Source: an optimization exercise on an open RTL-to-GDS flow (aim: small area, a short achievable clock period and few clock cycles per item). Production flows keep margins and buffers that such runs may drop. Function was checked by simulation only, so behaviour that the tests miss may differ from the original.

// aes_sbox_lanes
module aes_sbox_lanes (
    input  logic        clock,
    input  logic        reset,
    input  logic        in_valid,
    output logic        in_ready,
    input  logic [31:0] in_share0,
    input  logic [31:0] in_share1,
    input  logic        rnd_valid,
    output logic        rnd_ready,
    input  logic [63:0] rnd_data,
    input  logic [63:0] prng_seed,
    output logic        out_valid,
    input  logic        out_ready,
    output logic [31:0] out_share0,
    output logic [31:0] out_share1,
    output logic [3:0]  credits_used
);
    localparam int RING = 5;
    logic              rst_q, acc_q;
    logic              accept, pop, push, full, adv2, adv3;
    logic [31:0]       core_o0, core_o1;
    logic [2:1]        v_q;
    logic [2:0]        v;                 
    logic [3:0]        cr_q, cr, cred;
    logic              head_v_q, head_v;
    logic [63:0]       head_q;
    logic [2:0]        cnt_q, cnt;        
    logic [2:0]        rd_q, rd, wr;      
    logic [RING-1:0][63:0] ring_q;
    logic              ring_rd, ring_wr, head_ld;
    logic              unused_seed;
    always_comb begin
        v      = rst_q ? '0 : {v_q, acc_q};
        cr     = rst_q ? '0 : cr_q;
        cred   = cr + 4'(v[0]);
        head_v = ~rst_q & head_v_q;
        cnt    = rst_q ? '0 : cnt_q;
        rd     = rst_q ? '0 : rd_q;
        wr     = (4'(rd) + 4'(cnt) >= 4'(RING)) ? rd + cnt - 3'(RING) : rd + cnt;
    end
    assign unused_seed  = ^prng_seed;
    assign in_ready     = ~reset & ~cred[3];
    assign accept       = in_valid & rnd_valid & in_ready;
    assign rnd_ready    = accept;
    assign credits_used = cred;
    for (genvar l = 0; l < 4; l++) begin : g_lane
        aes_sbox_lane u_lane (
            .clk_i (clock),
            .en_i  ({adv3, adv2}),
            .s0_i  (in_share0[8*l +: 8]),
            .s1_i  (in_share1[8*l +: 8]),
            .rnd_i (rnd_data[16*l +: 16]),
            .s0_o  (core_o0[8*l +: 8]),
            .s1_o  (core_o1[8*l +: 8])
        );
    end
    assign out_valid  = ~reset & head_v;
  ...
==> flow/config.mk <==
export PLATFORM = sky130hd
export DESIGN_NAME = aes_sbox_lanes
export DESIGN_NICKNAME = aes_sbox_lanes
export VERILOG_FILES = /design/flow/design.v
export SDC_FILE = /design/flow/constraint.sdc
export NUM_CORES = 4
export LEC_CHECK = 0
export ABC_CLOCK_PERIOD_IN_PS = 4000
export CAP_MARGIN = 20
export CORE_MARGIN = 2
export CORE_UTILIZATION = 50
export CTS_BUF_LIST = sky130_fd_sc_hd__clkbuf_8
export CTS_CLUSTER_DIAMETER = 70
export CTS_CLUSTER_SIZE = 16
export SETUP_SLACK_MARGIN = 4.9
export SLEW_MARGIN = 20
export TNS_END_PERCENT = 100
==> flow/constraint.sdc <==
create_clock -name core_clock -period 9.0 [get_ports {clock}]
set_input_delay 1.8000 -clock core_clock [delete_from_list [all_inputs] [get_ports {clock}]]
set_output_delay 1.8000 -clock core_clock [all_outputs]
set_load 0.01 [all_outputs]
standard.sh (not shown) runs the stock make flow with config.mk's settings and CLKGATE_MAP_FILE= SYNTH_SCRIPT=/design/flow/synth_recipe.tcl, a recipe that flattens the netlist after the stock synthesis.
==> flow/flow/run.sh <==
#!/bin/bash
# Own layout flow: the standard flow with two changes.
# 1. Synthesis maps the logic with flow/abc.script (ABC's &dch/&nf mapping, which suits the
#    XOR-heavy GF(2^8) arithmetic far better than abc_speed.script). The standard synthesis is
#    also run, into orfs_ref/, and the registers of the two netlists are compared; if they differ
#    the standard synthesis is used.
# 2. Every port still gets a buffer, but a plain sky130_fd_sc_hd__buf_1 (BUFFER_PORTS_ARGS)
#    rather than the delay buffer buffer_ports picks by default; the resizer sizes them up as needed.
set -uo pipefail
W=$PWD
sed -e "s#SYNTH_SCRIPT=[^ ]*#SYNTH_SCRIPT=$W/flow/synth.tcl#" standard.sh > my_synth.sh
sed -e "s#WORK_HOME=[^ ]*#WORK_HOME=$W/orfs_ref#" -e '/^if /,$d' standard.sh > ref_synth.sh
MY_ABC_SCRIPT=$W/flow/abc.script bash my_synth.sh synth > synth.log 2>&1 &
bash ref_synth.sh synth > ref_synth.log 2>&1
wait
RES=orfs/results/$FLOW_PLATFORM/aes_sbox_lanes/base
REF=orfs_ref/results/$FLOW_PLATFORM/aes_sbox_lanes/base
if ! python3 flow/regs.py $RES/1_2_yosys.v $REF/1_2_yosys.v > regs.log 2>&1; then
  echo "own synthesis differs from the standard one; using the standard flow" >> regs.log
  rm -rf orfs
fi
BUFFER_PORTS_ARGS="-buffer_cell sky130_fd_sc_hd__buf_1" bash standard.sh > layout.log 2>&1
Other scripts of this flow, unchanged in this note and not shown: flow/flow/abc.script, flow/flow/regs.py, flow/flow/synth.tcl
Testbench counts at the start, summed over its fixed seeds: cycles 16,032, items 16,000.
Edit:
--- a/flow/design.v
+++ b/flow/design.v
@@ -1,9 +1,9 @@
 module aes_sbox_lane (
     input  logic        clk_i,
-    input  logic [1:0]  en_i,      
+    input  logic [2:0]  en_i,      
     input  logic [7:0]  s0_i,
     input  logic [7:0]  s1_i,
     input  logic [15:0] rnd_i,
     output logic [7:0]  s0_o,
     output logic [7:0]  s1_o
 );
@@ -175,27 +175,29 @@
         x2  = sq(x);
         x3  = gmul(x, x2);
         g1  = gmul(x, a) ^ r0;
         tx  = to_t(x);
     end
     always_ff @(posedge clk_i) begin
-        r0_q1 <= r0;
-        r1_q1 <= r1;
-        x3_q1 <= x3;
-        g1_q1 <= g1;
-        tx_q1 <= tx;
+        if (en_i[0]) begin
+            r0_q1 <= r0;
+            r1_q1 <= r1;
+            x3_q1 <= x3;
+            g1_q1 <= g1;
+            tx_q1 <= tx;
+        end
     end
     always_comb begin
         g1p = p4(g1_q1);
         h2  = gmul(x3_q1, g1p) ^ r1_q1;
         x12 = p4(x3_q1);
         zc  = r0_q1 ^ {r1_q1[3:0], r1_q1[7:4]};
         zd  = r1_q1 ^ {r0_q1[4:0], r0_q1[7:5]};
     end
     always_ff @(posedge clk_i) begin
-        if (en_i[0]) begin
+        if (en_i[1]) begin
             tx_q2 <= tx_q1;
             h2_q2 <= h2;
             x12_q2 <= x12;
             zc_q2 <= zc;
             zd_q2 <= zd;
         end
@@ -203,13 +205,13 @@
     always_comb begin
         h2p = p16(h2_q2);
         h3  = gmul(x12_q2, h2p) ^ zc_q2;
         d   = g16_lsq(tx_q2[7:4]) ^ g16_mul(tx_q2[7:4], tx_q2[3:0]) ^ g16_sq(tx_q2[3:0]);
     end
     always_ff @(posedge clk_i) begin
-        if (en_i[1]) begin
+        if (en_i[2]) begin
             tx_q3 <= tx_q2;
             zd_q3 <= zd_q2;
             h3_q3 <= h3;
             d_q3 <= d;
         end
     end
@@ -239,30 +241,30 @@
     output logic        out_valid,
     input  logic        out_ready,
     output logic [31:0] out_share0,
     output logic [31:0] out_share1,
     output logic [3:0]  credits_used
 );
-    localparam int RING = 5;
+    localparam int RING = 4;
     logic              rst_q, acc_q;
-    logic              accept, pop, push, full, adv2, adv3;
+    logic              accept, pop, push, full, adv1, adv2, adv3;
     logic [31:0]       core_o0, core_o1;
-    logic [2:1]        v_q;
+    logic [2:0]        v_q;
     logic [2:0]        v;                 
     logic [3:0]        cr_q, cr, cred;
     logic              head_v_q, head_v;
     logic [63:0]       head_q;
     logic [2:0]        cnt_q, cnt;        
     logic [2:0]        rd_q, rd, wr;      
     logic [RING-1:0][63:0] ring_q;
     logic              ring_rd, ring_wr, head_ld;
     logic              unused_seed;
     always_comb begin
-        v      = rst_q ? '0 : {v_q, acc_q};
+        v      = rst_q ? '0 : v_q;
         cr     = rst_q ? '0 : cr_q;
-        cred   = cr + 4'(v[0]);
+        cred   = cr + 4'(~rst_q & acc_q);
         head_v = ~rst_q & head_v_q;
         cnt    = rst_q ? '0 : cnt_q;
         rd     = rst_q ? '0 : rd_q;
         wr     = (4'(rd) + 4'(cnt) >= 4'(RING)) ? rd + cnt - 3'(RING) : rd + cnt;
     end
     assign unused_seed  = ^prng_seed;
@@ -270,43 +272,45 @@
     assign accept       = in_valid & rnd_valid & in_ready;
     assign rnd_ready    = accept;
     assign credits_used = cred;
     for (genvar l = 0; l < 4; l++) begin : g_lane
         aes_sbox_lane u_lane (
             .clk_i (clock),
-            .en_i  ({adv3, adv2}),
+            .en_i  ({adv3, adv2, adv1}),
             .s0_i  (in_share0[8*l +: 8]),
             .s1_i  (in_share1[8*l +: 8]),
             .rnd_i (rnd_data[16*l +: 16]),
             .s0_o  (core_o0[8*l +: 8]),
             .s1_o  (core_o1[8*l +: 8])
         );
     end
     assign out_valid  = ~reset & head_v;
     assign pop        = out_valid & out_ready;
     assign out_share0 = head_q[31:0];
     assign out_share1 = head_q[63:32];
     always_comb begin
-        full    = head_v & (cnt == 3'(RING));
-        adv3    = ~v[2] | ~full | pop;
+        ring_rd = (pop | ~head_v) & (cnt != 3'd0);
+        head_ld = ring_rd;
+        full    = (cnt == 3'(RING)) & ~ring_rd;
+        adv3    = ~v[2] | ~full;
         adv2    = ~v[1] | adv3;
+        adv1    = ~v[0] | adv2;
         push    = v[2] & adv3;
-        ring_rd = pop & (cnt != 3'd0);
-        head_ld = ring_rd | (push & (pop | ~head_v));
-        ring_wr = push & ~(head_ld & ~ring_rd);
+        ring_wr = push;
     end
     always_ff @(posedge clock) begin
         rst_q    <= reset;
         acc_q    <= accept;
+        v_q[0]   <= adv1 ? accept : v[0];
         v_q[1]   <= adv2 ? v[0] : v[1];
         v_q[2]   <= adv3 ? v[1] : v[2];
         cr_q     <= cred - 4'(pop);
         head_v_q <= head_ld | (head_v & ~pop);
         cnt_q    <= cnt + 3'(ring_wr) - 3'(ring_rd);
         rd_q     <= !ring_rd ? rd : (rd == 3'(RING - 1)) ? 3'd0 : rd + 3'd1;
     end
     always_ff @(posedge clock) begin
-        if (head_ld) head_q <= ring_rd ? ring_q[rd] : {core_o1, core_o0};
+        if (head_ld) head_q <= ring_q[rd];
         for (int i = 0; i < RING; i++)
             if (ring_wr && wr == 3'(i)) ring_q[i] <= {core_o1, core_o0};
     end
 endmodule
- register-to-register slack gets better by 0.07 ns
- via count falls by 4.6%
- final cell count drops by 3.6%
- wire length is lower by 6.3%
- sequential share of layout area rose by 1.3 points
- synthesized cell count falls by 2.2%
- final area came out lower by 4.7%
- clock-buffer cell count drops by 2
- global-route usage falls by 0.55 points
- worst setup slack gets better by 0.0065 ns
- synthesized area fell by 2.4%
Testbench counts after the change, summed over its fixed seeds: cycles 16,040, items 16,000.

==> port drivers added, routing unchanged <==
No port has a modelled driver above. Below, the same layouts with a new extraction and two added sets of constraints. Step 1: set_driving_cell puts a clkbuf_16 on clock and a buf_2 on each other input, an assumption about the parent block. Step 2 moves the port delays by t, midway between the first and last clock arrival at a register: inputs arrive t later, outputs are due t later. That takes back most of the time a late clock gives input paths. a / b / c = ideal / step 1 / step 2; a / b = the first two.
run	t, ns	setup WS [ns]	latest minus earliest clock arrival (ns)
the first run	0.822	4.895 / 4.873 / 4.284	0.062 / 0.062
the second run	0.768	4.901 / 4.862 / 4.351	0.045 / 0.044
After both steps every run listed still meets setup and hold. The setup slack of the first run, which loses most, moves by -0.022 ns with the drivers and by -0.611 ns with both steps.
